Context: an optimization exercise on an open-source flow, tuned for small area. The choices shown serve that exercise and are no tape-out recipe. In this exercise RTL edits were held to simulation tests only and were not proved equivalent to the original. No activity file was given, so power comes from the tool's default toggle rates.

violet:
==> flow/design.v (excerpt) <==
module multisynth_divider_encoder
(
    input  logic        i_clk,
    input  logic        i_rst_n,
    input  logic        i_valid,
    input  logic [70:0] i_data,     
    output logic        o_stall,
    output logic        o_valid,
    output logic [75:0] o_data,     
    input  logic        i_stall
);
    mde_pkg::t_mde_in req;
    assign req = mde_pkg::t_mde_in'(i_data);
    logic en;
    logic vld_out;
    assign en      = ~(vld_out & i_stall);
    assign o_stall = ~en;
    logic [2:0] d_rc;
    logic       d_onehot;
    logic       d_aok_pll, d_aok_out, d_ok;
    logic       d_big;
    logic [2:0] d_tgt;
    logic [7:0] d_ph;
    logic [2:0] d_renc;
    assign d_renc[0] = req.r_divider[1] | req.r_divider[3] | req.r_divider[5] | req.r_divider[7];
    assign d_renc[1] = req.r_divider[2] | req.r_divider[3] | req.r_divider[6] | req.r_divider[7];
    assign d_renc[2] = req.r_divider[4] | req.r_divider[5] | req.r_divider[6] | req.r_divider[7];
    assign d_rc = req.req_type ? d_renc : 3'd0;
    assign d_onehot  = $onehot(req.r_divider);
    assign d_aok_pll = (req.int_part >= PLL_A_MIN) && (req.int_part <= PLL_A_MAX);
    assign d_aok_out = (req.int_part >= OUT_A_MIN) && (req.int_part <= OUT_A_MAX);
    assign d_big = (req.denominator[19:9] == 11'd0) && (req.numerator[19:11] >= req.denominator[8:0]);
    always_comb begin
        if (req.req_type == REQ_PLL) begin
            d_tgt = {2'b00, req.pll_select};
            d_ok  = d_aok_pll;
        end else if (req.clock_index <= CLK_IDX_MAX) begin
            d_tgt = req.clock_index + TARGET_MS_BASE;
            d_ok  = d_aok_out & d_onehot;
        end else begin
            d_tgt = TARGET_NONE;
            d_ok  = 1'b0;
        end
    end
  ...
export LEC_CHECK = 0
export ABC_AREA = 1
export CAP_MARGIN = 20
export CORE_MARGIN = 2
export CORE_UTILIZATION = 72
export CTS_BUF_LIST = sky130_fd_sc_hd__clkbuf_16
export CTS_CLUSTER_DIAMETER = 100
export CTS_CLUSTER_SIZE = 24
export GPL_TIMING_DRIVEN = 0
export SLEW_MARGIN = 20
create_clock -name core_clock -period 5.0 [get_ports {i_clk}]
standard.sh (not shown) runs the stock make flow with config.mk's settings and CLKGATE_MAP_FILE= SYNTH_SCRIPT=/design/flow/synth_recipe.tcl, a recipe that flattens the netlist after the stock synthesis.
==> flow/flow/run.sh <==
#!/bin/bash
# The standard layout (standard.sh: the standard flow's synthesis and ORFS flow, unchanged), except that
# the port buffers that global placement puts on every input and output are the smallest
# buffer, sky130_fd_sc_hd__buf_1, instead of the resizer's default choice
# (clkdlybuf4s50_1, a slow delay cell). Timing repair may still resize them.
# The make output goes to standard.log; ORFS keeps each step's own log under orfs/logs/.
set -euo pipefail
bash standard.sh "BUFFER_PORTS_ARGS=-buffer_cell sky130_fd_sc_hd__buf_1" finish > standard.log 2>&1
### violet -> umber
diff --git a/flow/config.mk b/flow/config.mk
--- a/flow/config.mk
+++ b/flow/config.mk
@@ -13,2 +13,2 @@
-export CTS_CLUSTER_DIAMETER = 100
-export CTS_CLUSTER_SIZE = 24
+export CTS_CLUSTER_DIAMETER = 120
+export CTS_CLUSTER_SIZE = 30
==> comparison <==
When the final numbers for violet and umber were put side by side, the fmax turned out to be smaller in umber. Diff violet..umber | number of global-route vias before repair | negligible. Of violet and umber, violet shows the higher clock insertion delay at the later pin of the skew report, with umber below it.
#### Input delta (cedar over umber)
==> flow/run.sh (new file) <==
#!/bin/bash
# synth_recipe.tcl (not shown) runs the flow's synth.tcl, then flattens the netlist and writes it again
# the make line also repeats each setting of config.mk as NAME=value (left out here)
make -C /OpenROAD-flow-scripts/flow DESIGN_CONFIG=/design/flow/config.mk WORK_HOME=/design/flow/orfs CLKGATE_MAP_FILE= SYNTH_SCRIPT=/design/flow/synth_recipe.tcl finish
diff --git a/flow/config.mk b/flow/config.mk
--- a/flow/config.mk
+++ b/flow/config.mk
@@ -11,3 +11,2 @@
-export CORE_UTILIZATION = 72
-export CTS_BUF_LIST = sky130_fd_sc_hd__clkbuf_16
-export CTS_CLUSTER_DIAMETER = 120
+export CORE_UTILIZATION = 70
+export CTS_BUF_LIST = sky130_fd_sc_hd__clkbuf_4 sky130_fd_sc_hd__clkbuf_8
removed: flow/flow/run.sh
removed: flow/standard.sh
--- outcome ---
Relative contribution of the clock network to total power ended up 6.1 points higher on cedar than on umber.
The clock buffer count in the final layout in cedar is 5.2 times that in umber.
According to the power report, total power for cedar is higher than for umber.
On buffering stage count on the worst path with inverters included: cedar sits below umber.
Here is what was changed in the inputs of delta compared with cedar.
diff --git a/flow/config.mk b/flow/config.mk
--- a/flow/config.mk
+++ b/flow/config.mk
@@ -11,3 +11 @@
-export CORE_UTILIZATION = 70
-export CTS_BUF_LIST = sky130_fd_sc_hd__clkbuf_4 sky130_fd_sc_hd__clkbuf_8
-export CTS_CLUSTER_SIZE = 30
+export CORE_UTILIZATION = 50
Notes after the runs:
delta ended up with r3_x[18]$_DFFE_PN_ as its end point of the critical path; cedar ended up with r9_x[17]$_DFFE_PN_.
delta vs. cedar: via count down about 8%, cell count up 268, fmax down about 0.6%, total power density per cell area down about 1.1%.

port drivers added, routing unchanged:
No port has a modelled driver above. Below, the same layouts with a new extraction and two added sets of constraints.
Step 1 sets driving cells, clkbuf_16 on the clock port and buf_2 on the other inputs (assumed; they add their load-dependent delay and slew).
Step 2 moves the port delays by t, midway between the first and last clock arrival at a register: inputs arrive t later, outputs are due t later. That takes back most of the time a late clock gives input paths.
Three values: ideal, step 1, step 2; two values: the first two.
| run | t, ns | setup slack, ns | worst setup path at the end | pins driven straight from the clock port |
|---|---|---|---|---|
| violet | 0.699 | 0.192 / 0.192 / -0.406 | input to register | 1 |
| umber | 0.664 | 0.173 / 0.215 / -0.449 | input to register | 1 |
| cedar | 0.786 | 0.213 / 0.213 / -0.513 | input to register | 1 |
| delta | 0.670 | 0.183 / 0.223 / -0.447 | input to register | 1 |
With both steps, setup timing fails in every run listed, where it was met with ideal ports. For cedar, which loses most, drivers alone change the setup slack by 0.000 ns; drivers and shift together by -0.726 ns.
